Context: an optimization exercise on an open-source flow, tuned for small area. The choices shown serve that exercise and are no tape-out recipe.
In this exercise RTL edits were held to simulation tests only and were not proved equivalent to the original.
Power and IR drop assume default switching activity.

==> inputs of v37 <==
==> flow/design.v (excerpt) <==
module rs_branch (
  input  logic        clk,
  input  logic        reset,
  input  logic        prmiss,
  input  logic        prsuccess,
  input  logic [4:0]  prtag,
  input  logic [4:0]  specfixtag,
  output logic [3:0]  busyvec,
  output logic [3:0]  prbusyvec_next,
  input  logic        clear_busy,
  input  logic [1:0]  issue_addr,
  output logic [3:0]  ready,
  output logic [31:0] ex_src1,
  output logic [31:0] ex_src2,
  output logic [86:0] payload,
  output logic        specbit,
  input  logic        we1,
  input  logic [1:0]  waddr1,
  input  logic [86:0] wpayload_1,
  input  logic [31:0] wsrc1_1,
  input  logic [31:0] wsrc2_1,
  input  logic        wvalid1_1,
  input  logic        wvalid2_1,
  input  logic        wspecbit_1,
  input  logic        we2,
  input  logic [1:0]  waddr2,
  input  logic [86:0] wpayload_2,
  input  logic [31:0] wsrc1_2,
  input  logic [31:0] wsrc2_2,
  input  logic        wvalid1_2,
  input  logic        wvalid2_2,
  input  logic        wspecbit_2,
  input  logic [63:0] exrslt,
  input  logic [11:0] exdst,
  input  logic [1:0]  kill_spec
);
  logic [86:0] pl   [4];
  logic [31:0] src1 [4];
  logic [31:0] src2 [4];
  logic [3:0]  valid1, valid2, busy, spec;
  logic [31:0] rslt0, rslt1;
  logic [5:0]  dst0, dst1;
  assign rslt0 = exrslt[31:0];
  assign rslt1 = exrslt[63:32];
  assign dst0  = exdst[5:0];
  assign dst1  = exdst[11:6];
  logic [3:0] isel;       
  logic [3:0] wr1, wr2;   
  logic [3:0] take1;      
  logic [3:0] ld1, ld2;   
  logic [3:0] w0_1, w1_1, w0_2, w1_2;   
  logic [3:0] k0_1, k1_1, h_1, k0_2, k1_2, h_2;   
  logic [3:0] survive, hit;
  for (genvar i = 0; i < 4; i++) begin : g_ctl
    assign isel[i]  = issue_addr == i;
    assign wr1[i]   = we1 && waddr1 == i;
    assign wr2[i]   = we2 && waddr2 == i;
    assign take1[i] = wr1[i];
    assign ld1[i]   = !busy[i] && take1[i];
    assign ld2[i]   = !busy[i] && !take1[i];
    assign w0_1[i] = !valid1[i] && !kill_spec[0] && src1[i][5:0] == dst0;
    assign w1_1[i] = !valid1[i] && !kill_spec[1] && src1[i][5:0] == dst1 && !w0_1[i];
    assign w0_2[i] = !valid2[i] && !kill_spec[0] && src2[i][5:0] == dst0;
    assign w1_2[i] = !valid2[i] && !kill_spec[1] && src2[i][5:0] == dst1 && !w0_2[i];
  ...
clock: 7.0 ns
lec_check: 0
cap_margin: 20
cell_pad_in_sites_detail_placement: 1
cell_pad_in_sites_global_placement: 1
core_margin: 2
core_utilization: 30
place_density: 0.4
slew_margin: 20
synth_hierarchical: 1
standard.sh (not shown) runs the stock make flow with config.mk's settings and CLKGATE_MAP_FILE= SYNTH_SCRIPT=/design/flow/synth_recipe.tcl, a recipe that flattens the netlist after the stock synthesis.
==> flow/flow/run.sh <==
#!/bin/bash
# The standard ORFS layout (standard.sh, unchanged synthesis), with two
# layout options changed:
#  - port buffers are plain buf_1 cells instead of the delay buffers that
#    buffer_ports picks by default;
#  - the clock tree uses small clkbuf_4 cells on small sink clusters and no
#    dummy loads.
# make's full output goes to standard.log; ORFS keeps each step's log under
# orfs/logs/.
set -euo pipefail
bash standard.sh \
  BUFFER_PORTS_ARGS="-buffer_cell sky130_fd_sc_hd__buf_1" \
  CTS_ARGS="-sink_clustering_enable -repair_clock_nets -dont_use_dummy_load -buf_list sky130_fd_sc_hd__clkbuf_4 -sink_clustering_size 8 -sink_clustering_max_diameter 60" \
  finish > standard.log 2>&1
==> inputs of v7, as changes to v37 <==
--- a/flow/design.v
+++ b/flow/design.v
@@ -15,27 +15,27 @@
   input  logic s4, d4,
   output logic y
 );
   assign y = (s0 & d0) | (s1 & d1) | (s2 & d2) | (s3 & d3) | (s4 & d4);
 endmodule
-module rs_branch_aoi3 (
-  input  logic s0, d0,
-  input  logic s1, d1,
-  input  logic s2, d2,
-  output logic y_n
-);
-  assign y_n = ~((s0 & d0) | (s1 & d1) | (s2 & d2));
-endmodule
 `timescale 1ns/1ps
 module rs_branch_ao4 (
   input  logic s0, d0,
   input  logic s1, d1,
   input  logic s2, d2,
   input  logic s3, d3,
   output logic y
 );
   assign y = (s0 & d0) | (s1 & d1) | (s2 & d2) | (s3 & d3);
+endmodule
+module rs_branch_aoi3 (
+  input  logic s0, d0,
+  input  logic s1, d1,
+  input  logic s2, d2,
+  output logic y_n
+);
+  assign y_n = ~((s0 & d0) | (s1 & d1) | (s2 & d2));
 endmodule
 `timescale 1ns/1ps
 module rs_branch (
   input  logic        clk,
   input  logic        reset,
@@ -86,10 +86,11 @@
   logic [3:0] wr1, wr2;   
   logic [3:0] take1;      
   logic [3:0] ld1, ld2;   
   logic [3:0] w0_1, w1_1, w0_2, w1_2;   
   logic [3:0] k0_1, k1_1, h_1, k0_2, k1_2, h_2;   
+  logic [3:0] g_1, g_2;   
   logic [3:0] survive, hit;
   for (genvar i = 0; i < 4; i++) begin : g_ctl
     assign isel[i]  = issue_addr == i;
     assign wr1[i]   = we1 && waddr1 == i;
     assign wr2[i]   = we2 && waddr2 == i;
@@ -104,10 +105,12 @@
     assign k1_1[i] = busy[i] && w1_1[i];
     assign h_1[i]  = busy[i] && !w0_1[i] && !w1_1[i];
     assign k0_2[i] = busy[i] && w0_2[i];
     assign k1_2[i] = busy[i] && w1_2[i];
     assign h_2[i]  = busy[i] && !w0_2[i] && !w1_2[i];
+    assign g_1[i] = isel[i] && !w0_1[i] && !w1_1[i];
+    assign g_2[i] = isel[i] && !w0_2[i] && !w1_2[i];
     assign survive[i] = (pl[i][11:7] & specfixtag) == 5'b0;
     assign hit[i]     = pl[i][11:7] == prtag;
   end
   logic [86:0] pl_d   [4];
   logic [31:0] src1_d [4];
@@ -176,10 +179,15 @@
     end
   end
   assign busyvec        = busy;
   assign prbusyvec_next = busy & survive;
   assign ready          = busy & valid1 & valid2;
+  logic f0_1, f1_1, f0_2, f1_2;
+  assign f0_1 = |(isel & w0_1);
+  assign f1_1 = |(isel & w1_1);
+  assign f0_2 = |(isel & w0_2);
+  assign f1_2 = |(isel & w1_2);
   logic        ph_sel;
   logic [86:0] pl_rd;
   assign ph_sel = |(isel & ph);
   for (genvar j = 0; j < 87; j++) begin : g_rpl
     rs_branch_ao4 u_rd (
@@ -194,22 +202,35 @@
     end else begin : g_inv
       assign payload[j] = pl_rd[j] ^ ph_sel;
     end
   end
   for (genvar j = 0; j < 32; j++) begin : g_rsrc
-    rs_branch_ao4 u_rd1 (
-      .s0(isel[0]), .d0(src1_d[0][j]),
-      .s1(isel[1]), .d1(src1_d[1][j]),
-      .s2(isel[2]), .d2(src1_d[2][j]),
-      .s3(isel[3]), .d3(src1_d[3][j]),
-      .y (ex_src1[j])
-    );
-    rs_branch_ao4 u_rd2 (
-      .s0(isel[0]), .d0(src2_d[0][j]),
-      .s1(isel[1]), .d1(src2_d[1][j]),
-      .s2(isel[2]), .d2(src2_d[2][j]),
-      .s3(isel[3]), .d3(src2_d[3][j]),
-      .y (ex_src2[j])
-    );
+    logic a1_n, b1_n, a2_n, b2_n;
+    rs_branch_aoi3 u_a1 (
+      .s0(g_1[0]), .d0(src1[0][j]),
+      .s1(g_1[1]), .d1(src1[1][j]),
+      .s2(f0_1),   .d2(rslt0[j]),
+      .y_n(a1_n)
+    );
+    rs_branch_aoi3 u_b1 (
+      .s0(g_1[2]), .d0(src1[2][j]),
+      .s1(g_1[3]), .d1(src1[3][j]),
+      .s2(f1_1),   .d2(rslt1[j]),
+      .y_n(b1_n)
+    );
+    rs_branch_aoi3 u_a2 (
+      .s0(g_2[0]), .d0(src2[0][j]),
+      .s1(g_2[1]), .d1(src2[1][j]),
+      .s2(f0_2),   .d2(rslt0[j]),
+      .y_n(a2_n)
+    );
+    rs_branch_aoi3 u_b2 (
+      .s0(g_2[2]), .d0(src2[2][j]),
+      .s1(g_2[3]), .d1(src2[3][j]),
+      .s2(f1_2),   .d2(rslt1[j]),
+      .y_n(b2_n)
+    );
+    assign ex_src1[j] = ~(a1_n & b1_n);
+    assign ex_src2[j] = ~(a2_n & b2_n);
   end
   assign specbit = |(isel & spec & ~({4{prsuccess}} & hit));
 endmodule
--- a/flow/flow/run.sh
+++ b/flow/flow/run.sh
@@ -8,7 +8,7 @@
 # make's full output goes to standard.log; ORFS keeps each step's log under
 # orfs/logs/.
 set -euo pipefail
 bash standard.sh \
   BUFFER_PORTS_ARGS="-buffer_cell sky130_fd_sc_hd__buf_1" \
-  CTS_ARGS="-sink_clustering_enable -repair_clock_nets -dont_use_dummy_load -buf_list sky130_fd_sc_hd__clkbuf_4 -sink_clustering_size 8 -sink_clustering_max_diameter 60" \
+  CTS_ARGS="-sink_clustering_enable -repair_clock_nets -dont_use_dummy_load -buf_list sky130_fd_sc_hd__clkbuf_4 -sink_clustering_size 8 -sink_clustering_max_diameter 40" \
   finish > standard.log 2>&1
==> inputs of v27, as changes to v37 <==
==> flow/design.v (replaced) <==
`timescale 1ns/1ps
module rs_branch_ao3 (
  input  logic s0, d0,
  input  logic s1, d1,
  input  logic s2, d2,
  output logic y
);
  assign y = (s0 & d0) | (s1 & d1) | (s2 & d2);
endmodule
module rs_branch_ao5 (
  input  logic s0, d0,
  input  logic s1, d1,
  input  logic s2, d2,
  input  logic s3, d3,
  input  logic s4, d4,
  output logic y
);
  assign y = (s0 & d0) | (s1 & d1) | (s2 & d2) | (s3 & d3) | (s4 & d4);
endmodule
`timescale 1ns/1ps
module rs_branch_ao4 (
  input  logic s0, d0,
  input  logic s1, d1,
  input  logic s2, d2,
  input  logic s3, d3,
  output logic y
);
  assign y = (s0 & d0) | (s1 & d1) | (s2 & d2) | (s3 & d3);
endmodule
module rs_branch_ao6 (
  input  logic s0, d0,
  input  logic s1, d1,
  input  logic s2, d2,
  input  logic s3, d3,
  input  logic s4, d4,
  input  logic s5, d5,
  output logic y
);
  assign y = (s0 & d0) | (s1 & d1) | (s2 & d2) | (s3 & d3) | (s4 & d4) | (s5 & d5);
endmodule
`timescale 1ns/1ps
module rs_branch (
  input  logic        clk,
  input  logic        reset,
  input  logic        prmiss,
  input  logic        prsuccess,
  input  logic [4:0]  prtag,
  input  logic [4:0]  specfixtag,
  output logic [3:0]  busyvec,
  output logic [3:0]  prbusyvec_next,
  input  logic        clear_busy,
  input  logic [1:0]  issue_addr,
  output logic [3:0]  ready,
  output logic [31:0] ex_src1,
  output logic [31:0] ex_src2,
  output logic [86:0] payload,
  output logic        specbit,
  input  logic        we1,
  input  logic [1:0]  waddr1,
  input  logic [86:0] wpayload_1,
  input  logic [31:0] wsrc1_1,
  input  logic [31:0] wsrc2_1,
  input  logic        wvalid1_1,
  input  logic        wvalid2_1,
  input  logic        wspecbit_1,
  input  logic        we2,
  input  logic [1:0]  waddr2,
  input  logic [86:0] wpayload_2,
  input  logic [31:0] wsrc1_2,
  input  logic [31:0] wsrc2_2,
  input  logic        wvalid1_2,
  input  logic        wvalid2_2,
  input  logic        wspecbit_2,
  input  logic [63:0] exrslt,
  input  logic [11:0] exdst,
  input  logic [1:0]  kill_spec
);
  logic [86:0] pl   [4];
  logic [31:0] src1 [4];
  logic [31:0] src2 [4];
  logic [3:0]  valid1, valid2, busy, spec;
  logic [31:0] rslt0, rslt1;
  logic [5:0]  dst0, dst1;
  assign rslt0 = exrslt[31:0];
  assign rslt1 = exrslt[63:32];
  assign dst0  = exdst[5:0];
  assign dst1  = exdst[11:6];
  logic [3:0] isel;       
  logic [3:0] wr1, wr2;   
  logic [3:0] take1;      
  logic [3:0] ld1, ld2;   
  logic [3:0] w0_1, w1_1, w0_2, w1_2;   
  logic [3:0] k0_1, k1_1, h_1, k0_2, k1_2, h_2;   
  logic [3:0] g_1, g_2;   
  logic [3:0] survive, hit;
  always_comb begin
    for (int i = 0; i < 4; i++) begin
      isel[i]  = issue_addr == i[1:0];
      wr1[i]   = we1 && waddr1 == i[1:0];
      wr2[i]   = we2 && waddr2 == i[1:0];
      take1[i] = wr1[i];
      ld1[i]   = !busy[i] && take1[i];
      ld2[i]   = !busy[i] && !take1[i];
      w0_1[i] = !valid1[i] && !kill_spec[0] && src1[i][5:0] == dst0;
      w1_1[i] = !valid1[i] && !kill_spec[1] && src1[i][5:0] == dst1 && !w0_1[i];
      w0_2[i] = !valid2[i] && !kill_spec[0] && src2[i][5:0] == dst0;
      w1_2[i] = !valid2[i] && !kill_spec[1] && src2[i][5:0] == dst1 && !w0_2[i];
      k0_1[i] = busy[i] && w0_1[i];
      k1_1[i] = busy[i] && w1_1[i];
      h_1[i]  = busy[i] && !w0_1[i] && !w1_1[i];
      k0_2[i] = busy[i] && w0_2[i];
      k1_2[i] = busy[i] && w1_2[i];
      h_2[i]  = busy[i] && !w0_2[i] && !w1_2[i];
      g_1[i] = isel[i] && !w0_1[i] && !w1_1[i];
      g_2[i] = isel[i] && !w0_2[i] && !w1_2[i];
      survive[i] = (pl[i][11:7] & specfixtag) == 5'b0;
      hit[i]     = pl[i][11:7] == prtag;
    end
  end
  logic [86:0] pl_d   [4];
  logic [31:0] src1_d [4];
  logic [31:0] src2_d [4];
  for (genvar i = 0; i < 4; i++) begin : g_ent
    for (genvar j = 0; j < 87; j++) begin : g_pl
      rs_branch_ao3 u_d (
        .s0(busy[i]), .d0(pl[i][j]),
        .s1(ld1[i]),  .d1(wpayload_1[j]),
        .s2(ld2[i]),  .d2(wpayload_2[j]),
        .y (pl_d[i][j])
      );
    end
    for (genvar j = 0; j < 32; j++) begin : g_src
      rs_branch_ao5 u_d1 (
        .s0(h_1[i]),  .d0(src1[i][j]),
        .s1(k0_1[i]), .d1(rslt0[j]),
        .s2(k1_1[i]), .d2(rslt1[j]),
        .s3(ld1[i]),  .d3(wsrc1_1[j]),
        .s4(ld2[i]),  .d4(wsrc1_2[j]),
        .y (src1_d[i][j])
      );
      rs_branch_ao5 u_d2 (
        .s0(h_2[i]),  .d0(src2[i][j]),
        .s1(k0_2[i]), .d1(rslt0[j]),
        .s2(k1_2[i]), .d2(rslt1[j]),
        .s3(ld1[i]),  .d3(wsrc2_1[j]),
        .s4(ld2[i]),  .d4(wsrc2_2[j]),
        .y (src2_d[i][j])
      );
    end
  end
  always_ff @(posedge clk) begin
    for (int i = 0; i < 4; i++) begin
      pl[i]   <= pl_d[i];
      src1[i] <= src1_d[i];
      src2[i] <= src2_d[i];
      valid1[i] <= (busy[i] && (valid1[i] || w0_1[i] || w1_1[i]))
                 || (ld1[i] && wvalid1_1) || (ld2[i] && wvalid1_2);
      valid2[i] <= (busy[i] && (valid2[i] || w0_2[i] || w1_2[i]))
                 || (ld1[i] && wvalid2_1) || (ld2[i] && wvalid2_2);
      spec[i]   <= (busy[i] && spec[i] && !prmiss && !(prsuccess && hit[i]))
                 || (ld1[i] && wspecbit_1) || (ld2[i] && wspecbit_2);
    end
  end
  always_ff @(posedge clk) begin
    for (int i = 0; i < 4; i++) begin
      if (reset)
        busy[i] <= 1'b0;
      else if (prmiss)
        busy[i] <= busy[i] && survive[i];
      else
        busy[i] <= (busy[i] || ((wr1[i] || wr2[i]) && !prsuccess))
                && !(clear_busy && isel[i]);
    end
  end
  assign busyvec        = busy;
  assign prbusyvec_next = busy & survive;
  assign ready          = busy & valid1 & valid2;
  logic f0_1, f1_1, f0_2, f1_2;
  assign f0_1 = |(isel & w0_1);
  assign f1_1 = |(isel & w1_1);
  assign f0_2 = |(isel & w0_2);
  assign f1_2 = |(isel & w1_2);
  for (genvar j = 0; j < 87; j++) begin : g_rpl
    rs_branch_ao4 u_rd (
      .s0(isel[0]), .d0(pl[0][j]),
      .s1(isel[1]), .d1(pl[1][j]),
      .s2(isel[2]), .d2(pl[2][j]),
      .s3(isel[3]), .d3(pl[3][j]),
      .y (payload[j])
    );
  end
  for (genvar j = 0; j < 32; j++) begin : g_rsrc
    rs_branch_ao6 u_rd1 (
      .s0(g_1[0]), .d0(src1[0][j]),
      .s1(g_1[1]), .d1(src1[1][j]),
      .s2(g_1[2]), .d2(src1[2][j]),
      .s3(g_1[3]), .d3(src1[3][j]),
      .s4(f0_1),   .d4(rslt0[j]),
      .s5(f1_1),   .d5(rslt1[j]),
      .y (ex_src1[j])
    );
    rs_branch_ao6 u_rd2 (
      .s0(g_2[0]), .d0(src2[0][j]),
      .s1(g_2[1]), .d1(src2[1][j]),
      .s2(g_2[2]), .d2(src2[2][j]),
      .s3(g_2[3]), .d3(src2[3][j]),
      .s4(f0_2),   .d4(rslt0[j]),
      .s5(f1_2),   .d5(rslt1[j]),
      .y (ex_src2[j])
    );
  end
  assign specbit = |(isel & spec & ~({4{prsuccess}} & hit));
endmodule
==> flow/run.sh (new file) <==
#!/bin/bash
# synth_recipe.tcl (not shown) runs the flow's synth.tcl, then flattens the netlist and writes it again
# the make line also repeats each setting of config.mk as NAME=value (left out here)
make -C /OpenROAD-flow-scripts/flow DESIGN_CONFIG=/design/flow/config.mk WORK_HOME=/design/flow/orfs CLKGATE_MAP_FILE= SYNTH_SCRIPT=/design/flow/synth_recipe.tcl finish
==> flow/config.mk (replaced) <==
export PLATFORM = sky130hd
export DESIGN_NAME = rs_branch
export DESIGN_NICKNAME = rs_branch
export VERILOG_FILES = /design/flow/design.v
export SDC_FILE = /design/flow/constraint.sdc
export NUM_CORES = 4
export LEC_CHECK = 0
export CAP_MARGIN = 20
export CORE_MARGIN = 2
export CORE_UTILIZATION = 40
export SLEW_MARGIN = 20
export SYNTH_HIERARCHICAL = 1
removed: flow/flow/run.sh
removed: flow/standard.sh
==> run summary <==
item	v27	v37	v7
Run status	no timing/DRC/antenna violations	no timing/DRC/antenna violations	no timing/DRC/antenna violations
Worst clock skew	0.0308 ns	0.0954 ns	0.0981 ns
Last weighted congestion value of the routability-driven placer	0.970	0.846	0.907
Via count of the routed design	33600	31500	32900
Maximum number of pins on one net before global-route repair	138	132	123
Routed WL per cell	31.8 um	35.2 um	36.4 um
M1 GR Usage	46.7%	40.8%	40.9%
Antenna violations before repair	43	66	57
Number of synthesized register bits	620	624	624
Total detailed-routing wirelength	149 mm	161 mm	171 mm
P_int	6.92 mW	5.02 mW	5.30 mW
Total instance count after detailed placement	4539	4441	4530
Transition time at the pin with the least slew margin	1.20 ns	1.10 ns	1.21 ns

afterwards: timing with drivers on the ports:
The flow's constraints put no driver on any port. The routed layouts listed below were extracted and timed again, unchanged, in two steps. Step 1 sets driving cells, clkbuf_16 on the clock port and buf_2 on the other inputs (assumed; they add their load-dependent delay and slew). Step 2 adds t to the input delays and takes it off the output delays; t is the mean of the earliest and latest rising clock arrival at the registers after step 1. Input paths then give back, and output paths get back, about the clock's delay inside the block. Slacks: ideal / step 1 / step 2; pairs: ideal / step 1.
| run | t, ns | slack for setup (ns) | latest minus earliest clock arrival (ns) | slew at the worst register clock pin (ns) | pins driven straight from the clock port |
|---|---|---|---|---|---|
| v37 | 1.017 | 0.758 / 0.733 / 0.733 | 0.096 / 0.096 | 0.11 / 0.11 | 1 |
| v7 | 1.083 | 0.968 / 0.938 / 0.938 | 0.122 / 0.121 | 0.10 / 0.10 | 1 |
| v27 | 0.686 | 0.666 / 0.641 / 0.641 | 0.037 / 0.038 | 0.07 / 0.07 | 1 |
After both steps setup and hold are still met in every run listed. For v7, which loses most, drivers alone change the setup slack by -0.030 ns; drivers and shift together by -0.030 ns.
